Background: an optimization exercise with open tools, aiming at small area, a short achievable clock period and few clock cycles per item. Do not read the settings as production practice. RTL that was checked went through simulation tests only; none was proved equivalent to the original. Power figures rest on the tool's default switching activity, not on a simulated workload.

Setup of old:
==> flow/design.v <==
package pkt_pkg;
  localparam int DATA_W  = 64;
  localparam int EMPTY_W = 3;
  typedef logic [DATA_W-1:0]  data_t;
  typedef logic [EMPTY_W-1:0] empty_t;
  typedef struct packed {
    logic   sop;
    logic   eop;
    empty_t empty;
    data_t  data;
  } beat_t;
  typedef enum logic [1:0] {
    TX_IDLE = 2'd0,
    TX_LOAD = 2'd1,
    TX_SEND = 2'd2,
    TX_DONE = 2'd3
  } tx_state_t;
endpackage
`timescale 1ns/1ps
module pkt_loopback_top #(
  parameter int FIFO_DEPTH = 8,
  parameter int MAX_BEATS  = 16
) (
  input  logic  rd_clk,
  input  logic  rd_rst_n,
  input  logic  rx_valid,
  output logic  rx_ready,
  input  pkt_pkg::beat_t rx_beat,
  input  logic  tx_enable,
  input  logic  tx_ready,
  output logic  tx_valid,
  output pkt_pkg::beat_t tx_beat
);
  localparam int N  = MAX_BEATS;
  localparam int PW = $clog2(N);
  localparam int CW = $clog2(N + 1);
  localparam int EW = pkt_pkg::DATA_W + pkt_pkg::EMPTY_W + 1;
  logic [EW-1:0] ring [0:N-1];
  logic [PW-1:0] dh;        
  logic          dh0;       
  logic [PW-1:0] dt;        
  logic [CW-1:0] count;     
  logic [CW-1:0] ccount;    
  logic          rdy_n;     
  logic          wsel_n;    
  logic          wsel;      
  logic          tv;        
  pkt_pkg::beat_t ob;       
  logic          drop;      
  logic          last_eop;  
  logic          en_seen;   
  logic          empty;
  logic          one;
  logic          full;
  logic          ccnz;
  logic          cc_one;
  logic          dt1;
  logic          ovf;
  logic          acc;
  logic          store;     
  logic          discard;
  logic          commit;
  logic          take;      
  logic          new_head;
  logic          drop_nxt;
  logic          high;      
  logic [CW-1:0] count_nxt;
  logic [pkt_pkg::DATA_W-1:0] rd_data;
  logic [pkt_pkg::DATA_W-1:0] rd_inc;
  logic          rdy_0;
  logic          rdy_s;
  logic          rdy_t;
  logic          rdy_st;
  logic          wsel_s;
  logic          wsel_t;
  logic [EW-1:0] wr_ent;
  assign empty   = (count == '0);
  assign one     = (count == CW'(1));
  assign full    = (count == CW'(N));
  assign high    = (count >= CW'(N - 1));
  assign ccnz    = (ccount != '0);
  assign cc_one  = (ccount == CW'(1));
  assign dt1     = (dt == PW'(1));
  assign ovf     = full && !ccnz;
  assign acc     = rx_valid && !rdy_n;
  assign store   = acc && !drop && !ovf;
  assign discard = acc && !drop && ovf;
  assign commit  = store && rx_beat.eop;
  assign take    = dh0 && en_seen && (!tv || tx_ready) && !empty &&
                   (ccnz || commit);
  assign new_head = store && (empty || (take && one));
  assign drop_nxt = (acc && (drop || ovf)) ? !rx_beat.eop : drop;
  always_comb begin
    count_nxt = count;
    if (discard) begin
      count_nxt = '0;
    end else if (store && !take) begin
      count_nxt = count + 1'b1;
    end else if (take && !store) begin
      count_nxt = count - 1'b1;
    end
  end
  assign rdy_0  = (full && !ccnz) || (!full && (empty || dt1));
  assign rdy_s  = !high || (!ccnz && !rx_beat.eop);
  assign rdy_t  = one || dt1;
  assign rdy_st = !full || !(rx_beat.eop || (ccnz && !cc_one));
  assign wsel_s = (count != CW'(N - 1));
  assign wsel_t = one || dt1;
  assign wr_ent = {rx_beat.eop,
                   rx_beat.eop ? rx_beat.empty : pkt_pkg::EMPTY_W'(0),
                   rx_beat.data};
  always_ff @(posedge rd_clk or negedge rd_rst_n) begin
    if (!rd_rst_n) begin
      dh       <= '0;
      dh0      <= 1'b1;
      dt       <= '0;
      count    <= '0;
      ccount   <= '0;
      rdy_n    <= 1'b0;
      wsel_n   <= 1'b0;
      wsel     <= 1'b1;
      tv       <= 1'b0;
      drop     <= 1'b0;
      last_eop <= 1'b1;
      en_seen  <= 1'b0;
    end else begin
      if (new_head) begin
        dh  <= PW'(N - 2);
        dh0 <= 1'b0;
      end else if (take) begin
        dh  <= '0;
        dh0 <= 1'b1;
      end else begin
        dh  <= dh - 1'b1;
        dh0 <= (dh == PW'(1));
      end
      if (store || discard || (take && one) || empty) begin
        dt <= '0;
      end else begin
        dt <= dt - 1'b1;
      end
      count <= count_nxt;
      if (commit) begin
        ccount <= count_nxt;
      end else if (take) begin
        ccount <= ccount - 1'b1;
      end
      if (drop_nxt || discard) begin
        rdy_n <= 1'b0;
      end else begin
        case ({store, take})
          2'b00:   rdy_n <= !rdy_0;
          2'b10:   rdy_n <= !rdy_s;
          2'b01:   rdy_n <= !rdy_t;
          default: rdy_n <= !rdy_st;
        endcase
      end
      if (discard) begin
        wsel_n <= 1'b0;
        wsel   <= 1'b1;
      end else begin
        case ({store, take})
          2'b00:   begin
            wsel_n <= !(!full && (empty || dt1));
            wsel   <= !full && (empty || dt1);
          end
          2'b10:   begin
            wsel_n <= !wsel_s;
            wsel   <= wsel_s;
          end
          2'b01:   begin
            wsel_n <= !wsel_t;
            wsel   <= wsel_t;
          end
          default: begin
            wsel_n <= full;
            wsel   <= !full;
          end
        endcase
      end
      tv       <= take || (tv && !tx_ready);
      en_seen  <= en_seen || tx_enable;
      drop     <= drop_nxt;
      if (take) begin
        last_eop <= ring[1][EW-1];
      end
    end
  end
  localparam int NG = pkt_pkg::DATA_W / 8;
  logic [NG-1:0] rd_grp;    
  always_ff @(posedge rd_clk) begin
    for (int g = 0; g < NG; g++) begin
      rd_grp[g] <= &ring[2][8*g +: 8];
    end
  end
  assign rd_data = ring[1][pkt_pkg::DATA_W-1:0];
  always_comb begin
    logic lo_grp;
    logic lo_bit;
    for (int g = 0; g < NG; g++) begin
      lo_grp = 1'b1;
      for (int h = 0; h < g; h++) begin
        lo_grp = lo_grp & rd_grp[h];
      end
      lo_bit = 1'b1;
      for (int b = 0; b < 8; b++) begin
        rd_inc[8*g+b] = rd_data[8*g+b] ^ (lo_grp & lo_bit);
        lo_bit = lo_bit & rd_data[8*g+b];
      end
    end
  end
  always_ff @(posedge rd_clk) begin
    for (int i = 0; i < N - 1; i++) begin
      ring[i] <= ring[i+1];
    end
    ring[N-1] <= (ring[0] & {EW{wsel_n}}) | (wr_ent & {EW{wsel}});
  end
  always_ff @(posedge rd_clk or negedge rd_rst_n) begin
    if (!rd_rst_n) begin
      ob <= '0;
    end else begin
      ob <= ({last_eop, ring[1][EW-1:pkt_pkg::DATA_W], rd_inc} & {$bits(ob){take}}) |
            (ob & {$bits(ob){!tx_ready}});
    end
  end
  assign rx_ready = !rdy_n;
  assign tx_valid = tv;
  assign tx_beat  = ob;
endmodule
==> flow/config.mk <==
export PLATFORM = sky130hd
export DESIGN_NAME = pkt_loopback_top
export DESIGN_NICKNAME = pkt_loopback_top
export VERILOG_FILES = /design/flow/design.v
export SDC_FILE = /design/flow/constraint.sdc
export NUM_CORES = 4
export LEC_CHECK = 0
export ABC_AREA = 1
export CAP_MARGIN = 20
export CORE_MARGIN = 2
export CORE_UTILIZATION = 65
export CTS_CLUSTER_DIAMETER = 100
export CTS_CLUSTER_SIZE = 28
export SETUP_SLACK_MARGIN = 3.15
export SLEW_MARGIN = 20
==> flow/constraint.sdc <==
create_clock -name core_clock -period 5.5 [get_ports {rd_clk}]
set_input_delay 1.1000 -clock core_clock [delete_from_list [all_inputs] [get_ports {rd_clk}]]
set_output_delay 1.1000 -clock core_clock [all_outputs]
set_load 0.01 [all_outputs]
standard.sh (not shown) runs the stock make flow with config.mk's settings and CLKGATE_MAP_FILE= SYNTH_SCRIPT=/design/flow/synth_recipe.tcl, a recipe that flattens the netlist after the stock synthesis.
==> flow/flow/run.sh <==
#!/bin/bash
# The standard layout, with the port buffers made from buf_2 cells
# instead of the delay buffers buffer_ports picks by default, and clock
# tree synthesis without dummy loads.
set -euo pipefail
export BUFFER_PORTS_ARGS="-buffer_cell sky130_fd_sc_hd__buf_2"
export CTS_ARGS="-sink_clustering_enable -repair_clock_nets -sink_clustering_size 28 -sink_clustering_max_diameter 100 -dont_use_dummy_load"
bash standard.sh > standard_flow.log 2>&1
The following lists how new was set up differently from old:
--- a/flow/design.v
+++ b/flow/design.v
@@ -216,14 +216,14 @@
     ring[N-1] <= (ring[0] & {EW{wsel_n}}) | (wr_ent & {EW{wsel}});
   end
   always_ff @(posedge rd_clk or negedge rd_rst_n) begin
     if (!rd_rst_n) begin
       ob <= '0;
     end else begin
-      ob <= ({last_eop, ring[1][EW-1:pkt_pkg::DATA_W], rd_inc} & {$bits(ob){take}}) |
-            (ob & {$bits(ob){!tx_ready}});
+      ob <= ({last_eop, ring[1][EW-1:pkt_pkg::DATA_W], rd_inc} & {(EW + 1){take}}) |
+            (ob & {(EW + 1){!tx_ready}});
     end
   end
   assign rx_ready = !rdy_n;
   assign tx_valid = tv;
   assign tx_beat  = ob;
 endmodule
--- outcome ---
new reached the final stage; the timing, design-rule and antenna checks on its layout passed.
new vs. old: global-route wire length before repair stayed essentially flat, die area stayed essentially flat, power density relative to cell area stayed essentially flat, multi-input logic cell count stayed essentially flat, cell area stayed essentially flat.
Diff old..new | setup TNS | unchanged
Met2 track demand over resource came out exactly the same in new and old.
old → new: via count stayed essentially flat; post-detailed-routing wire length stayed essentially flat; number of antenna-violating nets in the routed design stayed essentially flat.
Testbench counts of new, summed over its fixed seeds: cycles 14,877, items 14,749.
Function not checked in old: the RTL went through the layout flow alone.

## what the ideal ports hide
The flow's constraints put no driver on any port. The routed layouts listed below were extracted and timed again, unchanged, in two steps. Step 1 assumes that a clkbuf_16 drives the clock port and a buf_2 every other input. Step 2 adds t to the input delays and takes it off the output delays; t is the mean of the earliest and latest rising clock arrival at the registers after step 1. Input paths then give back, and output paths get back, about the clock's delay inside the block. Three values: ideal ports, drivers, drivers and shift; two values: the first two.
run | t (ns) | setup WS [ns] | worst hold slack (ns) | latest minus earliest clock arrival (ns) | cell pins on the clock port's net
old | 0.637 | 3.227 / 3.171 / 2.720 | 0.291 / 0.291 / 0.291 | 0.051 / 0.051 | 1
new | 0.637 | 3.227 / 3.171 / 2.720 | 0.291 / 0.291 / 0.291 | 0.051 / 0.051 | 1
After both steps every run listed still meets setup and hold.
